This design comes from an exercise in tuning for small area, a short achievable clock period and few clock cycles per item on the open sky130 flow, not from production work.
In this exercise RTL edits were held to simulation tests only and were not proved equivalent to the original.
Power and IR drop assume default switching activity.

Setup of run E:
==> flow/design.v (excerpt) <==
module overwrite_ring_queue_of_strings_unit (
	input  logic                        clk,
	input  logic                        arst_n,
	input  logic                        psel,
	input  logic                        penable,
	input  logic                        pwrite,
	input  logic [orq_pkg::APB_AW-1:0]  paddr,
	input  logic [orq_pkg::APB_DW-1:0]  pwdata,
	output logic [orq_pkg::APB_DW-1:0]  prdata,
	output logic                        pready,
	input  logic                        req_valid,
	output logic                        req_ready,
	input  logic                        req_op,
	input  logic [orq_pkg::BYTE_W-1:0]  req_in_byte,
	input  logic                        req_has_byte,
	input  logic                        req_is_last,
	output logic                        rsp_valid,
	input  logic                        rsp_ready,
	output logic [orq_pkg::BYTE_W-1:0]  rsp_out_byte,
	output logic                        rsp_byte_valid,
	output logic                        rsp_out_last,
	output logic                        rsp_was_empty,
	output logic [orq_pkg::OCC_W-1:0]   rsp_occupancy
);
Settings: LEC_CHECK=0, ABC_CLOCK_PERIOD_IN_PS=3500, CAP_MARGIN=20, CELL_PAD_IN_SITES_DETAIL_PLACEMENT=1, CELL_PAD_IN_SITES_GLOBAL_PLACEMENT=2, CORE_MARGIN=2, CORE_UTILIZATION=45, CTS_CLUSTER_DIAMETER=100, CTS_CLUSTER_SIZE=25, PLACE_DENSITY=0.6, SETUP_SLACK_MARGIN=4.4, SLEW_MARGIN=20, SYNTH_HIERARCHICAL=1; clock period 8.0 ns.
run.sh (not shown) runs the stock make flow with config.mk's settings and CLKGATE_MAP_FILE= SYNTH_SCRIPT=/design/flow/synth_recipe.tcl, a recipe that flattens the netlist after the stock synthesis.
Testbench counts of run E, summed over its fixed seeds: cycles 31,335, items 28,834.
[inputs] run A vs run E
--- a/flow/design.v
+++ b/flow/design.v
@@ -102,17 +102,28 @@
 		advance = (nxt >= (OCC_W+1)'(rows)) ? '0 : ROW_W'(nxt);
 	endfunction
 	logic [ROWS_CFG_W-1:0]  rows_cfg_n;
 	logic [BYTES_CFG_W-1:0] bytes_cfg_n;
 	logic                   reg_sel;
 	assign pready  = 1'b1;
 	assign reg_sel = paddr[REG_IDX_LSB];
-	logic [BYTES_CFG_W-1:0] rd_cfg_n;
-	assign rd_cfg_n = reg_sel ? bytes_cfg_n : {1'b1, rows_cfg_n};
-	assign prdata   = {{(APB_DW-BYTES_CFG_W){1'b0}}, ~rd_cfg_n};
+	logic                   sel_n;
+	logic [BYTES_CFG_W-1:0] rd_cfg, t_b, t_r;
+	orq_inv u_sel_n (.a(reg_sel), .y(sel_n));
+	for (genvar b = 0; b < BYTES_CFG_W; b++) begin : g_prd
+		orq_nand2 u_b (.a(reg_sel), .b(!bytes_cfg_n[b]), .y(t_b[b]));
+		if (b < ROWS_CFG_W) begin : g_rows
+			orq_nand2 u_r (.a(sel_n), .b(!rows_cfg_n[b]), .y(t_r[b]));
+			orq_nand2 u_o (.a(t_b[b]), .b(t_r[b]), .y(rd_cfg[b]));
+		end else begin : g_top
+			assign t_r[b] = 1'b1;
+			orq_inv u_o (.a(t_b[b]), .y(rd_cfg[b]));
+		end
+	end
+	assign prdata = {{(APB_DW-BYTES_CFG_W){1'b0}}, rd_cfg};
 	logic [OCC_W-1:0] rows;
 	logic [COL_W-1:0] limit;
 	always_ff @(posedge clk or negedge arst_n) begin
 		if (!arst_n) begin
 			rows_cfg_n  <= ~ROWS_RESET;
 			bytes_cfg_n <= ~BYTES_RESET;
 			rows        <= eff_rows(ROWS_RESET);
@@ -209,15 +220,15 @@
 	assign fill_new = do_write ? fill_q + COL_W'(1) : fill_q;
 	assign len_new  = do_write ? fill_q + COL_W'(1) : (fill_lt ? fill_q : limit);
 	assign e_empty = (held_q == '0);
 	assign e_row   = head_q;
 	assign e_len   = len_mem[head_q];
 	assign e_rd    = !e_empty && (e_len != '0);
 	assign e_occ   = e_empty ? '0 : held_q - OCC_W'(1);
-	assign push    = consume && is_deq;
+	assign push    = is_deq && (q_cnt != (QAW+1)'(QD));
 	always_ff @(posedge clk or negedge arst_n) begin
 		if (!arst_n) begin
 			head_q <= '0;
 			tail_q <= '0;
 			held_q <= '0;
 			fill_q <= '0;
 		end else if (consume) begin
@@ -339,15 +350,15 @@
 			if (beat)        p_v <= 1'b1;
 			else if (o_load) p_v <= 1'b0;
 			if (o_load)         out_v <= 1'b1;
 			else if (rsp_ready) out_v <= 1'b0;
 		end
 	end
 	always_ff @(posedge clk) begin
-		if (q_push) begin
+		if (push) begin
 			q_rd[q_wp]    <= e_rd;
 			q_empty[q_wp] <= e_empty;
 			q_row[q_wp]   <= e_row;
 			q_occ[q_wp]   <= e_occ;
 		end
 		if (load_from_q) begin
 			act_rd     <= q_rd[q_rp];
@@ -408,7 +419,20 @@
 	input  logic b1,
 	input  logic a2,
 	input  logic b2,
 	output logic y
 );
 	assign y = !((a0 && b0) || (a1 && b1) || (a2 && b2));
 endmodule
+module orq_nand2 (
+	input  logic a,
+	input  logic b,
+	output logic y
+);
+	assign y = !(a && b);
+endmodule
+module orq_inv (
+	input  logic a,
+	output logic y
+);
+	assign y = !a;
+endmodule
Findings:
Re count of cell types in the netlist: run A is 7.6% up on run E.
The cell at the slowest stage of the critical path comes out sky130_fd_sc_hd__mux2i_4 in one run and sky130_fd_sc_hd__a222oi_1 in the other, namely in run E and run A respectively.
Going from run E to run A, area share of buffers outside the clock network now larger, minimum period implied by the final worst setup slack rose 0.047 ns.
Between run A and run E, the arithmetic-cell share of the synthesized area counting full adders, half adders and majority gates does not differ in any meaningful way.
Detailed route wirelength on metal2: run A vs run E up 4.9%
Relative contribution of combinational cells to total power, run E and run A: smaller value in run A
Compared run A vs run E, and area of all placed cells without fillers is up in run A.
Changes observed in run A relative to run E: achievable frequency lower; total power after layout +0.0013 W; area growth from synthesis to layout grew by 0.40 points; overall routed net length now larger.
The run showing the smaller total routing usage reported by global routing is run E.
The switching share of power of run A exceeds that of run E by 0.16 points.
Sequential share of layout area, run E and run A: smaller value in run A
Testbench counts of run A, summed over its fixed seeds: cycles 31,335, items 28,834.

-- afterwards: timing with drivers on the ports --
Ports are ideal in the flow. The routed layouts listed here were re-timed in OpenROAD. Step 1 sets driving cells, clkbuf_16 on the clock port and buf_2 on the other inputs (assumed; they add their load-dependent delay and slew). Step 2 times the ports against the registers' clock, not the clock port: input delays grow and output delays shrink by t, the midpoint of the rising clock arrivals with the driver on. Slacks: ideal / step 1 / step 2; pairs: ideal / step 1.
run | shift t [ns] | setup WS [ns] | pins driven straight from the clock port
run E | 1.058 | 4.320 / 4.251 / 3.513 | 1
run A | 1.054 | 4.273 / 4.219 / 3.430 | 1
After both steps setup and hold are still met in every run listed. The setup slack of run A, which loses most, moves by -0.054 ns with the drivers and by -0.843 ns with both steps.
